Background: an optimization exercise with open tools, aiming at small area. Do not read the settings as production practice. The RTL was checked by simulation tests, not by an equivalence proof against the original design. No activity file was given, so power comes from the tool's default toggle rates.

## violet
Design branch_prediction, start of the top module:
module branch_prediction #(
  parameter int INDEX_W = branch_prediction_pkg::BtbIndexW,
  parameter int CNT_W   = branch_prediction_pkg::RegBus
) (
  input  logic               clk,
  input  logic               rst,
  input  logic               ce,
  input  logic [31:0]        pc_i,
  input  logic               stall_i,
  output logic               pre_branch_flag_o,
  output logic [31:0]        pre_branch_target_address_o,
  input  logic               upd_valid_i,
  input  logic [31:0]        upd_pc_i,
  input  logic               upd_taken_i,
  input  logic [31:0]        upd_target_i,
  input  logic               upd_pred_taken_i,
  input  logic [31:0]        upd_pred_target_i,
  input  logic               perf_clr_i,
  output logic [CNT_W-1:0]   lookup_cnt_o,
  output logic [CNT_W-1:0]   hit_cnt_o,
  output logic [CNT_W-1:0]   mispred_cnt_o
);
Size in the first run: ~3400 cells after synthesis, ~270 I/O pins, about 40000 um^2 of cells after synthesis.
==> flow/config.mk <==
export PLATFORM = sky130hd
export DESIGN_NAME = branch_prediction
export DESIGN_NICKNAME = branch_prediction
export VERILOG_FILES = /design/flow/design.v
export SDC_FILE = /design/flow/constraint.sdc
export NUM_CORES = 4
export LEC_CHECK = 0
export CAP_MARGIN = 0
export CORE_MARGIN = 2
export CORE_UTILIZATION = 55
export PLACE_DENSITY = 0.75
export SLEW_MARGIN = 0
export SYNTH_HIERARCHICAL = 1
==> flow/constraint.sdc <==
create_clock -name core_clock -period 10.0 [get_ports {clk}]
set_input_delay 2.0000 -clock core_clock [delete_from_list [all_inputs] [get_ports {clk}]]
set_output_delay 2.0000 -clock core_clock [all_outputs]
set_load 0.01 [all_outputs]
standard.sh (not shown) runs the stock make flow with config.mk's settings and CLKGATE_MAP_FILE= SYNTH_SCRIPT=/design/flow/synth_recipe.tcl, a recipe that flattens the netlist after the stock synthesis.
==> flow/flow/run.sh <==
#!/bin/bash
# Standard synthesis, then the standard layout with three changes: the port
# buffers are the smallest buffer (buf_1) instead of the default pick; the clock
# tree is built from clkbuf_16 cells in sink clusters of up to 28, without dummy
# loads; and after synthesis the resizer may not use the largest buffers and
# inverters (it repairs long, heavily loaded nets with several smaller ones).
# ORFS writes each step's full log under orfs/logs; make's own output goes to
# synth_flow.log and layout_flow.log.
set -euo pipefail
export BUFFER_PORTS_ARGS="-buffer_cell sky130_fd_sc_hd__buf_1"
export CTS_ARGS="-sink_clustering_enable -repair_clock_nets -dont_use_dummy_load -buf_list sky130_fd_sc_hd__clkbuf_16 -sink_clustering_size 28 -sink_clustering_max_diameter 90"
bash standard.sh synth > synth_flow.log 2>&1
PLATFORM_DONT_USE="sky130_fd_sc_hd__probe_p_8 sky130_fd_sc_hd__probec_p_8 sky130_fd_sc_hd__lpflow_bleeder_1 sky130_fd_sc_hd__lpflow_clkbufkapwr_1 sky130_fd_sc_hd__lpflow_clkbufkapwr_16 sky130_fd_sc_hd__lpflow_clkbufkapwr_2 sky130_fd_sc_hd__lpflow_clkbufkapwr_4 sky130_fd_sc_hd__lpflow_clkbufkapwr_8 sky130_fd_sc_hd__lpflow_clkinvkapwr_1 sky130_fd_sc_hd__lpflow_clkinvkapwr_16 sky130_fd_sc_hd__lpflow_clkinvkapwr_2 sky130_fd_sc_hd__lpflow_clkinvkapwr_4 sky130_fd_sc_hd__lpflow_clkinvkapwr_8 sky130_fd_sc_hd__lpflow_decapkapwr_12 sky130_fd_sc_hd__lpflow_decapkapwr_3 sky130_fd_sc_hd__lpflow_decapkapwr_4 sky130_fd_sc_hd__lpflow_decapkapwr_6 sky130_fd_sc_hd__lpflow_decapkapwr_8 sky130_fd_sc_hd__lpflow_inputiso0n_1 sky130_fd_sc_hd__lpflow_inputiso0p_1 sky130_fd_sc_hd__lpflow_inputiso1n_1 sky130_fd_sc_hd__lpflow_inputiso1p_1 sky130_fd_sc_hd__lpflow_inputisolatch_1 sky130_fd_sc_hd__lpflow_isobufsrc_1 sky130_fd_sc_hd__lpflow_isobufsrc_16 sky130_fd_sc_hd__lpflow_isobufsrc_2 sky130_fd_sc_hd__lpflow_isobufsrc_4 sky130_fd_sc_hd__lpflow_isobufsrc_8 sky130_fd_sc_hd__lpflow_isobufsrckapwr_16 sky130_fd_sc_hd__lpflow_lsbuf_lh_hl_isowell_tap_1 sky130_fd_sc_hd__lpflow_lsbuf_lh_hl_isowell_tap_2 sky130_fd_sc_hd__lpflow_lsbuf_lh_hl_isowell_tap_4 sky130_fd_sc_hd__lpflow_lsbuf_lh_isowell_4 sky130_fd_sc_hd__lpflow_lsbuf_lh_isowell_tap_1 sky130_fd_sc_hd__lpflow_lsbuf_lh_isowell_tap_2 sky130_fd_sc_hd__lpflow_lsbuf_lh_isowell_tap_4"
EXTRA_DONT_USE="sky130_fd_sc_hd__buf_8 sky130_fd_sc_hd__buf_12 sky130_fd_sc_hd__buf_16 sky130_fd_sc_hd__bufbuf_8 sky130_fd_sc_hd__bufbuf_16 sky130_fd_sc_hd__bufinv_8 sky130_fd_sc_hd__bufinv_16 sky130_fd_sc_hd__inv_12 sky130_fd_sc_hd__inv_16"
bash standard.sh "DONT_USE_CELLS=$PLATFORM_DONT_USE $EXTRA_DONT_USE" finish > layout_flow.log 2>&1
violet has completed all stages; timing, DRC and antenna checks passed.
[inputs] onyx vs violet
# violet
export LEC_CHECK = 0
export CAP_MARGIN = 0
export CORE_MARGIN = 2
export CORE_UTILIZATION = 55
export PLACE_DENSITY = 0.75
export SLEW_MARGIN = 0
export SYNTH_HIERARCHICAL = 1
create_clock -name core_clock -period 10.0 [get_ports {clk}]
# onyx
export LEC_CHECK = 0
export CAP_MARGIN = 0
export CORE_MARGIN = 2
export CORE_UTILIZATION = 45
export SLEW_MARGIN = 0
export SYNTH_HIERARCHICAL = 1
create_clock -name core_clock -period 10.0 [get_ports {clk}]
--- a/flow/flow/run.sh
+++ b/flow/flow/run.sh
@@ -2,5 +2,5 @@
 # Standard synthesis, then the standard layout with three changes: the port
 # buffers are the smallest buffer (buf_1) instead of the default pick; the clock
-# tree is built from clkbuf_16 cells in sink clusters of up to 28, without dummy
+# tree is built from clkbuf_16 cells in sink clusters of up to 24, without dummy
 # loads; and after synthesis the resizer may not use the largest buffers and
 # inverters (it repairs long, heavily loaded nets with several smaller ones).
@@ -9,5 +9,5 @@
 set -euo pipefail
 export BUFFER_PORTS_ARGS="-buffer_cell sky130_fd_sc_hd__buf_1"
-export CTS_ARGS="-sink_clustering_enable -repair_clock_nets -dont_use_dummy_load -buf_list sky130_fd_sc_hd__clkbuf_16 -sink_clustering_size 28 -sink_clustering_max_diameter 90"
+export CTS_ARGS="-sink_clustering_enable -repair_clock_nets -dont_use_dummy_load -buf_list sky130_fd_sc_hd__clkbuf_16 -sink_clustering_size 24 -sink_clustering_max_diameter 80"
 bash standard.sh synth > synth_flow.log 2>&1
 PLATFORM_DONT_USE="sky130_fd_sc_hd__probe_p_8 sky130_fd_sc_hd__probec_p_8 sky130_fd_sc_hd__lpflow_bleeder_1 sky130_fd_sc_hd__lpflow_clkbufkapwr_1 sky130_fd_sc_hd__lpflow_clkbufkapwr_16 sky130_fd_sc_hd__lpflow_clkbufkapwr_2 sky130_fd_sc_hd__lpflow_clkbufkapwr_4 sky130_fd_sc_hd__lpflow_clkbufkapwr_8 sky130_fd_sc_hd__lpflow_clkinvkapwr_1 sky130_fd_sc_hd__lpflow_clkinvkapwr_16 sky130_fd_sc_hd__lpflow_clkinvkapwr_2 sky130_fd_sc_hd__lpflow_clkinvkapwr_4 sky130_fd_sc_hd__lpflow_clkinvkapwr_8 sky130_fd_sc_hd__lpflow_decapkapwr_12 sky130_fd_sc_hd__lpflow_decapkapwr_3 sky130_fd_sc_hd__lpflow_decapkapwr_4 sky130_fd_sc_hd__lpflow_decapkapwr_6 sky130_fd_sc_hd__lpflow_decapkapwr_8 sky130_fd_sc_hd__lpflow_inputiso0n_1 sky130_fd_sc_hd__lpflow_inputiso0p_1 sky130_fd_sc_hd__lpflow_inputiso1n_1 sky130_fd_sc_hd__lpflow_inputiso1p_1 sky130_fd_sc_hd__lpflow_inputisolatch_1 sky130_fd_sc_hd__lpflow_isobufsrc_1 sky130_fd_sc_hd__lpflow_isobufsrc_16 sky130_fd_sc_hd__lpflow_isobufsrc_2 sky130_fd_sc_hd__lpflow_isobufsrc_4 sky130_fd_sc_hd__lpflow_isobufsrc_8 sky130_fd_sc_hd__lpflow_isobufsrckapwr_16 sky130_fd_sc_hd__lpflow_lsbuf_lh_hl_isowell_tap_1 sky130_fd_sc_hd__lpflow_lsbuf_lh_hl_isowell_tap_2 sky130_fd_sc_hd__lpflow_lsbuf_lh_hl_isowell_tap_4 sky130_fd_sc_hd__lpflow_lsbuf_lh_isowell_4 sky130_fd_sc_hd__lpflow_lsbuf_lh_isowell_tap_1 sky130_fd_sc_hd__lpflow_lsbuf_lh_isowell_tap_2 sky130_fd_sc_hd__lpflow_lsbuf_lh_isowell_tap_4"
## What came out
- onyx gives more area overhead of the layout relative to synthesis than violet did.
- onyx vs. violet: via count lower, setup slack shows an increase of 0.12 ns, area of the die saw an increase, non-clock buffer count has increased, global-route usage down 5.1 points.
- Min utilization across onyx and violet: onyx
- Slowest library cell on the worst path: nor4_2 -> violet, nor2_4 -> onyx
- Per the comparison of onyx with violet, combinational group share of total power down 0.3 points, total power up about 2.5%.
Input changes introduced in fjord (baseline for comparison: onyx):
# onyx
export LEC_CHECK = 0
export CAP_MARGIN = 0
export CORE_MARGIN = 2
export CORE_UTILIZATION = 45
export SLEW_MARGIN = 0
export SYNTH_HIERARCHICAL = 1
create_clock -name core_clock -period 10.0 [get_ports {clk}]
# fjord
export LEC_CHECK = 0
export CAP_MARGIN = 0
export CORE_MARGIN = 2
export CORE_UTILIZATION = 55
export SLEW_MARGIN = 0
export SYNTH_HIERARCHICAL = 1
create_clock -name core_clock -period 10.0 [get_ports {clk}]
--- a/flow/flow/run.sh
+++ b/flow/flow/run.sh
@@ -2,5 +2,5 @@
 # Standard synthesis, then the standard layout with three changes: the port
 # buffers are the smallest buffer (buf_1) instead of the default pick; the clock
-# tree is built from clkbuf_16 cells in sink clusters of up to 24, without dummy
+# tree is built from clkbuf_16 cells in sink clusters of up to 28, without dummy
 # loads; and after synthesis the resizer may not use the largest buffers and
 # inverters (it repairs long, heavily loaded nets with several smaller ones).
@@ -9,5 +9,5 @@
 set -euo pipefail
 export BUFFER_PORTS_ARGS="-buffer_cell sky130_fd_sc_hd__buf_1"
-export CTS_ARGS="-sink_clustering_enable -repair_clock_nets -dont_use_dummy_load -buf_list sky130_fd_sc_hd__clkbuf_16 -sink_clustering_size 24 -sink_clustering_max_diameter 80"
+export CTS_ARGS="-sink_clustering_enable -repair_clock_nets -dont_use_dummy_load -buf_list sky130_fd_sc_hd__clkbuf_16 -sink_clustering_size 28 -sink_clustering_max_diameter 90"
 bash standard.sh synth > synth_flow.log 2>&1
 PLATFORM_DONT_USE="sky130_fd_sc_hd__probe_p_8 sky130_fd_sc_hd__probec_p_8 sky130_fd_sc_hd__lpflow_bleeder_1 sky130_fd_sc_hd__lpflow_clkbufkapwr_1 sky130_fd_sc_hd__lpflow_clkbufkapwr_16 sky130_fd_sc_hd__lpflow_clkbufkapwr_2 sky130_fd_sc_hd__lpflow_clkbufkapwr_4 sky130_fd_sc_hd__lpflow_clkbufkapwr_8 sky130_fd_sc_hd__lpflow_clkinvkapwr_1 sky130_fd_sc_hd__lpflow_clkinvkapwr_16 sky130_fd_sc_hd__lpflow_clkinvkapwr_2 sky130_fd_sc_hd__lpflow_clkinvkapwr_4 sky130_fd_sc_hd__lpflow_clkinvkapwr_8 sky130_fd_sc_hd__lpflow_decapkapwr_12 sky130_fd_sc_hd__lpflow_decapkapwr_3 sky130_fd_sc_hd__lpflow_decapkapwr_4 sky130_fd_sc_hd__lpflow_decapkapwr_6 sky130_fd_sc_hd__lpflow_decapkapwr_8 sky130_fd_sc_hd__lpflow_inputiso0n_1 sky130_fd_sc_hd__lpflow_inputiso0p_1 sky130_fd_sc_hd__lpflow_inputiso1n_1 sky130_fd_sc_hd__lpflow_inputiso1p_1 sky130_fd_sc_hd__lpflow_inputisolatch_1 sky130_fd_sc_hd__lpflow_isobufsrc_1 sky130_fd_sc_hd__lpflow_isobufsrc_16 sky130_fd_sc_hd__lpflow_isobufsrc_2 sky130_fd_sc_hd__lpflow_isobufsrc_4 sky130_fd_sc_hd__lpflow_isobufsrc_8 sky130_fd_sc_hd__lpflow_isobufsrckapwr_16 sky130_fd_sc_hd__lpflow_lsbuf_lh_hl_isowell_tap_1 sky130_fd_sc_hd__lpflow_lsbuf_lh_hl_isowell_tap_2 sky130_fd_sc_hd__lpflow_lsbuf_lh_hl_isowell_tap_4 sky130_fd_sc_hd__lpflow_lsbuf_lh_isowell_4 sky130_fd_sc_hd__lpflow_lsbuf_lh_isowell_tap_1 sky130_fd_sc_hd__lpflow_lsbuf_lh_isowell_tap_2 sky130_fd_sc_hd__lpflow_lsbuf_lh_isowell_tap_4"
[summary]
Max freq onyx -> fjord: degraded
Summary of fjord over onyx: area of the mapped netlist roughly the same, number of antenna violations at the first check in global routing higher, total inserted antenna cells higher, clock network power share lower.
Of onyx and fjord, the run reporting the higher period utilization was fjord.
fjord vs onyx — layout buffer count excluding clock buffers climbed by a few percent
Against onyx as the reference, fjord delivers a higher global routing met2 resource utilization.
Setup slack in fjord is smaller than in onyx.
Changes in amber relative to fjord:
# fjord
export LEC_CHECK = 0
export CAP_MARGIN = 0
export CORE_MARGIN = 2
export CORE_UTILIZATION = 55
export SLEW_MARGIN = 0
export SYNTH_HIERARCHICAL = 1
create_clock -name core_clock -period 10.0 [get_ports {clk}]
# amber
export LEC_CHECK = 0
export CAP_MARGIN = 0
export CORE_MARGIN = 2
export CORE_UTILIZATION = 55
export PLACE_DENSITY = 0.85
export SLEW_MARGIN = 0
export SYNTH_HIERARCHICAL = 1
create_clock -name core_clock -period 10.0 [get_ports {clk}]
### Flow results
The run with more setup slack is fjord; amber has less.
amber gives less proportion of power drawn by combinational gates than fjord did.
Design area ends up lower on amber.
Min non-clock buffer count across fjord and amber: amber
Compared with fjord, amber improves global-route wire length before repair.
Total routed wire length on the met1 layer: amber vs fjord down 13%
There was hardly any difference in post-detailed-placement cell area between fjord and amber.

## afterwards: timing with drivers on the ports
The results above use ideal ports. As a check the final layouts listed here were re-extracted and re-timed, cells and wires unchanged. Step 1 (the two cells are an assumption about what drives the block):
set clk [get_ports {clk}]
set_driving_cell -lib_cell sky130_fd_sc_hd__clkbuf_16 $clk
set_driving_cell -lib_cell sky130_fd_sc_hd__buf_2 [delete_from_list [all_inputs] $clk]
Step 2 times the ports against the registers' clock, not the clock port: input delays grow and output delays shrink by t, the midpoint of the rising clock arrivals with the driver on. Three values: no drivers, after step 1, after step 2; two values: the first two.
run | shift t [ns] | setup WS [ns] | worst slew at a driven data input, ns
violet | 0.699 | 0.671 / 0.690 / -0.009 | 0.14
onyx | 0.705 | 0.792 / 0.839 / 0.135 | 0.11
fjord | 0.690 | 0.554 / 0.583 / -0.107 | 0.12
amber | 0.700 | 0.539 / 0.589 / -0.111 | 0.13
Met with ideal ports but missed after step 2: setup timing in violet, fjord and amber. For violet, which loses most, drivers alone change the setup slack by +0.019 ns; drivers and shift together by -0.680 ns.
